This design comes from an exercise in tuning for small area on the open sky130 flow, not from production work.
Only simulation tests tie the RTL to the original design; equivalence was not proved.

Setup of 11-23:
==> module multicycle_processor, before the edit <==
module multicycle_processor
(
  input  logic              Clock,
  input  logic              Resetn,
  input  logic              Run,
  output logic              Done,
  output logic [multicycle_processor_pkg::DATA_W-1:0] BusWires,
  output logic [2:0]        Tstep,
  output logic [multicycle_processor_pkg::DATA_W-1:0] Rx_data,
  output logic [multicycle_processor_pkg::DATA_W-1:0] Ry_data,
  output logic [multicycle_processor_pkg::ADDR_W-1:0] MemAddr,
  output logic [multicycle_processor_pkg::DATA_W-1:0] MemWData,
  output logic              MemWrite,
  input  logic [multicycle_processor_pkg::DATA_W-1:0] MemRData
);
  logic [2:0]  t_q, t_d;
  logic [8:0]  ir_q;
  logic [15:0] r_q [0:7];
  logic        nz_q;
  logic [15:0] alu, pc_inc;
  logic [2:0] op, rx, ry;
  assign op = ir_q[8:6];
  assign rx = ir_q[5:3];
  assign ry = ir_q[2:0];
  logic t0, t1, t2, t3, t4, t5;
  assign t0 = (t_q == 3'd0);
  assign t1 = (t_q == 3'd1);
  assign t2 = (t_q == 3'd2);
  assign t3 = (t_q == 3'd3);
  assign t4 = (t_q == 3'd4);
  assign t5 = (t_q == 3'd5);
  logic o_mv, o_mvi, o_addsub, o_mvnz, o_ld, o_st, o_nop;
  assign o_mv     = (op == 3'd0);
  assign o_mvi    = (op == 3'd1);
  assign o_addsub = (op[2:1] == 2'b01);
  assign o_mvnz   = (op == 3'd4);
  assign o_ld     = (op == 3'd5);
  assign o_st     = (op == 3'd6);
  assign o_nop    = (op == 3'd7);
  logic s_r7, s_rx, s_ry, s_din, s_alu;
  assign s_r7  = (t0 & Run) | (t3 & o_mvi);
  logic s_r7v;
  assign s_r7v = s_r7 & vld[7];
  assign s_rx  = (t3 & o_addsub) | (t4 & o_st);
  assign s_ry  = (t3 & (o_mv | o_ld | o_st | (o_mvnz & nz_q))) | (t4 & o_addsub);
  assign s_din = t5 & (o_mvi | o_ld);
  assign s_alu = t5 & o_addsub;
  always_comb begin
    Rx_data = '0;
    Ry_data = '0;
    for (int k = 0; k < 8; k++) begin
      Rx_data = Rx_data | ({16{rx == k && vld[k]}} & r_q[k]);
      Ry_data = Ry_data | ({16{ry == k && vld[k]}} & r_q[k]);
    end
  end
  logic [15:0] alu_b;
  logic [16:0] alu_c;
  assign alu_b    = Ry_data ^ {16{op[0]}};
  assign alu_c[0] = op[0];
  for (genvar b = 0; b < 16; b++) begin : g_alu
    assign alu[b]     = Rx_data[b] ^ alu_b[b] ^ alu_c[b];
    assign alu_c[b+1] = (Rx_data[b] & alu_b[b]) | (alu_c[b] & (Rx_data[b] ^ alu_b[b]));
  end
  logic [15:0] pc_v;
  logic [16:0] pc_c;
  assign pc_v    = r_q[7] & {16{vld[7]}};
  assign pc_c[0] = 1'b1;
  for (genvar b = 0; b < 16; b++) begin : g_inc
    assign pc_inc[b] = pc_v[b] ^ pc_c[b];
    assign pc_c[b+1] = pc_v[b] & pc_c[b];
  end
  assign BusWires = ({16{s_r7v}} & r_q[7])
                  | ({16{s_rx}}  & Rx_data)
                  | ({16{s_ry}}  & Ry_data)
                  | ({16{s_din}} & MemRData)
                  | ({16{s_alu}} & alu);
  logic done, wr_rx, incr_pc;
  assign done    = (t3 & (o_mv | o_mvnz | o_nop)) | t5;
  assign wr_rx   = (t3 & (o_mv | (o_mvnz & nz_q))) | (t5 & (o_mvi | o_ld | o_addsub));
  assign incr_pc = s_r7;
  always_comb begin
    if (done)          t_d = 3'd0;
    else if (t0)       t_d = Run ? 3'd1 : 3'd0;
    else               t_d = t_q + 3'd1;
  end
  always_ff @(posedge Clock or negedge Resetn) begin
    if (!Resetn) begin
      t_q  <= 3'd0;
      ir_q <= '0;
      nz_q <= 1'b0;
    end else begin
      t_q <= t_d;
      if (t2) ir_q <= MemRData[8:0];
      if (s_alu) nz_q <= |BusWires;
    end
  end
  logic [7:0] vld;
  genvar i;
  generate
    for (i = 0; i < 7; i++) begin : g_r
      always_ff @(posedge Clock or negedge Resetn) begin
        if (!Resetn) vld[i] <= 1'b0;
        else if (wr_rx && rx == i) vld[i] <= 1'b1;
      end
      always_ff @(posedge Clock) begin
        if (wr_rx && rx == i) r_q[i] <= BusWires;
      end
    end
  endgenerate
  always_ff @(posedge Clock or negedge Resetn) begin
    if (!Resetn) vld[7] <= 1'b0;
    else if (incr_pc || (wr_rx && rx == 3'd7)) vld[7] <= 1'b1;
  end
  always_ff @(posedge Clock) begin
    if (incr_pc) r_q[7] <= pc_inc;
    else if (wr_rx && rx == 3'd7) r_q[7] <= BusWires;
  end
  logic use_ry;
  assign use_ry  = t_q[2] & (o_ld | o_st);
  logic [6:0] pc_dec;
  logic [7:0] pc_bw;
  assign pc_bw[0] = 1'b1;
  for (genvar b = 0; b < 7; b++) begin : g_dec
    assign pc_dec[b]  = r_q[7][b] ^ pc_bw[b];
    assign pc_bw[b+1] = ~r_q[7][b] & pc_bw[b];
  end
  assign MemAddr = use_ry ? Ry_data[6:0] : pc_dec;
  assign MemWData = Rx_data;
  assign MemWrite = t5 & o_st;
  assign Done  = done;
  assign Tstep = t_q;
endmodule
Settings: LEC_CHECK=0, CAP_MARGIN=20, CORE_MARGIN=2, CORE_UTILIZATION=40, SLEW_MARGIN=20; clock period 10.0 ns.
run.sh (not shown) runs the stock make flow with config.mk's settings and CLKGATE_MAP_FILE= SYNTH_SCRIPT=/design/flow/synth_recipe.tcl, a recipe that flattens the netlist after the stock synthesis.
> inputs changed (11-23 -> 03-07)
--- a/flow/design.v
+++ b/flow/design.v
@@ -107,26 +107,12 @@
     for (int k = 0; k < 8; k++) begin
       Rx_data = Rx_data | ({16{rx == k && vld[k]}} & r_q[k]);
       Ry_data = Ry_data | ({16{ry == k && vld[k]}} & r_q[k]);
     end
   end
-  logic [15:0] alu_b;
-  logic [16:0] alu_c;
-  assign alu_b    = Ry_data ^ {16{op[0]}};
-  assign alu_c[0] = op[0];
-  for (genvar b = 0; b < 16; b++) begin : g_alu
-    assign alu[b]     = Rx_data[b] ^ alu_b[b] ^ alu_c[b];
-    assign alu_c[b+1] = (Rx_data[b] & alu_b[b]) | (alu_c[b] & (Rx_data[b] ^ alu_b[b]));
-  end
-  logic [15:0] pc_v;
-  logic [16:0] pc_c;
-  assign pc_v    = r_q[7] & {16{vld[7]}};
-  assign pc_c[0] = 1'b1;
-  for (genvar b = 0; b < 16; b++) begin : g_inc
-    assign pc_inc[b] = pc_v[b] ^ pc_c[b];
-    assign pc_c[b+1] = pc_v[b] & pc_c[b];
-  end
+  assign alu    = op[0] ? Rx_data - Ry_data : Rx_data + Ry_data;
+  assign pc_inc = vld[7] ? r_q[7] + 16'd1 : 16'd1;
   assign BusWires = ({16{s_r7v}} & r_q[7])
                   | ({16{s_rx}}  & Rx_data)
                   | ({16{s_ry}}  & Ry_data)
                   | ({16{s_din}} & MemRData)
                   | ({16{s_alu}} & alu);
@@ -171,18 +157,11 @@
     if (incr_pc) r_q[7] <= pc_inc;
     else if (wr_rx && rx == 3'd7) r_q[7] <= BusWires;
   end
   logic use_ry;
   assign use_ry  = t_q[2] & (o_ld | o_st);
-  logic [6:0] pc_dec;
-  logic [7:0] pc_bw;
-  assign pc_bw[0] = 1'b1;
-  for (genvar b = 0; b < 7; b++) begin : g_dec
-    assign pc_dec[b]  = r_q[7][b] ^ pc_bw[b];
-    assign pc_bw[b+1] = ~r_q[7][b] & pc_bw[b];
-  end
-  assign MemAddr = use_ry ? Ry_data[6:0] : pc_dec;
+  assign MemAddr = use_ry ? Ry_data[6:0] : (r_q[7][6:0] - 7'd1);
   assign MemWData = Rx_data;
   assign MemWrite = t5 & o_st;
   assign Done  = done;
   assign Tstep = t_q;
 endmodule
Results
- On count of filler cells inserted in the layout, the lower figure sits with 11-23, not 03-07.
- Going from 11-23 to 03-07, detailed placer's ending HPWL picked up an extra about 0.7%; combined buffer and inverter count along the critical path down 2.
- Delta (03-07 minus 11-23): insertion delay to the later sink of the worst-skew pair was more or less identical; post-cts gate resize count moved down; number of global-route vias before repair +about 3%; via count moved up.
- Relative to 11-23, area fraction in compound gates after synthesis has gone up in 03-07.
- 03-07: proportion of synthesized area in mux cells is 1.1 points lower than what 11-23 reported.
- Changes observed in 03-07 relative to 11-23: die area went up; effective utilization at floorplan went up.
- Cmp 03-07 vs 11-23: cell area after layout lower in 03-07
- For the routability congestion estimate, 03-07 came in about 3% lower than 11-23 did.

## afterwards: timing with drivers on the ports
The flow's constraints put no driver on any port. The routed layouts listed below were extracted and timed again, unchanged, in two steps.
Step 1 assumes that a clkbuf_16 drives the clock port and a buf_2 every other input.
Step 2 also shifts input and output timing later by t, the mid clock arrival at the registers, as if the neighbouring blocks saw the same clock.
Slacks: ideal / step 1 / step 2; pairs: ideal / step 1.
| run | t, ns | setup WS [ns] | worst setup path at the end | slew at the worst register clock pin (ns) | cell pins on the clock port's net |
|---|---|---|---|---|---|
| 11-23 | 0.479 | 0.254 / 0.209 / 0.688 | register to output | 0.07 / 0.07 | 1 |
| 03-07 | 0.471 | 1.563 / 1.520 / 1.991 | register to output | 0.07 / 0.07 | 1 |
After both steps every run listed still meets setup and hold.
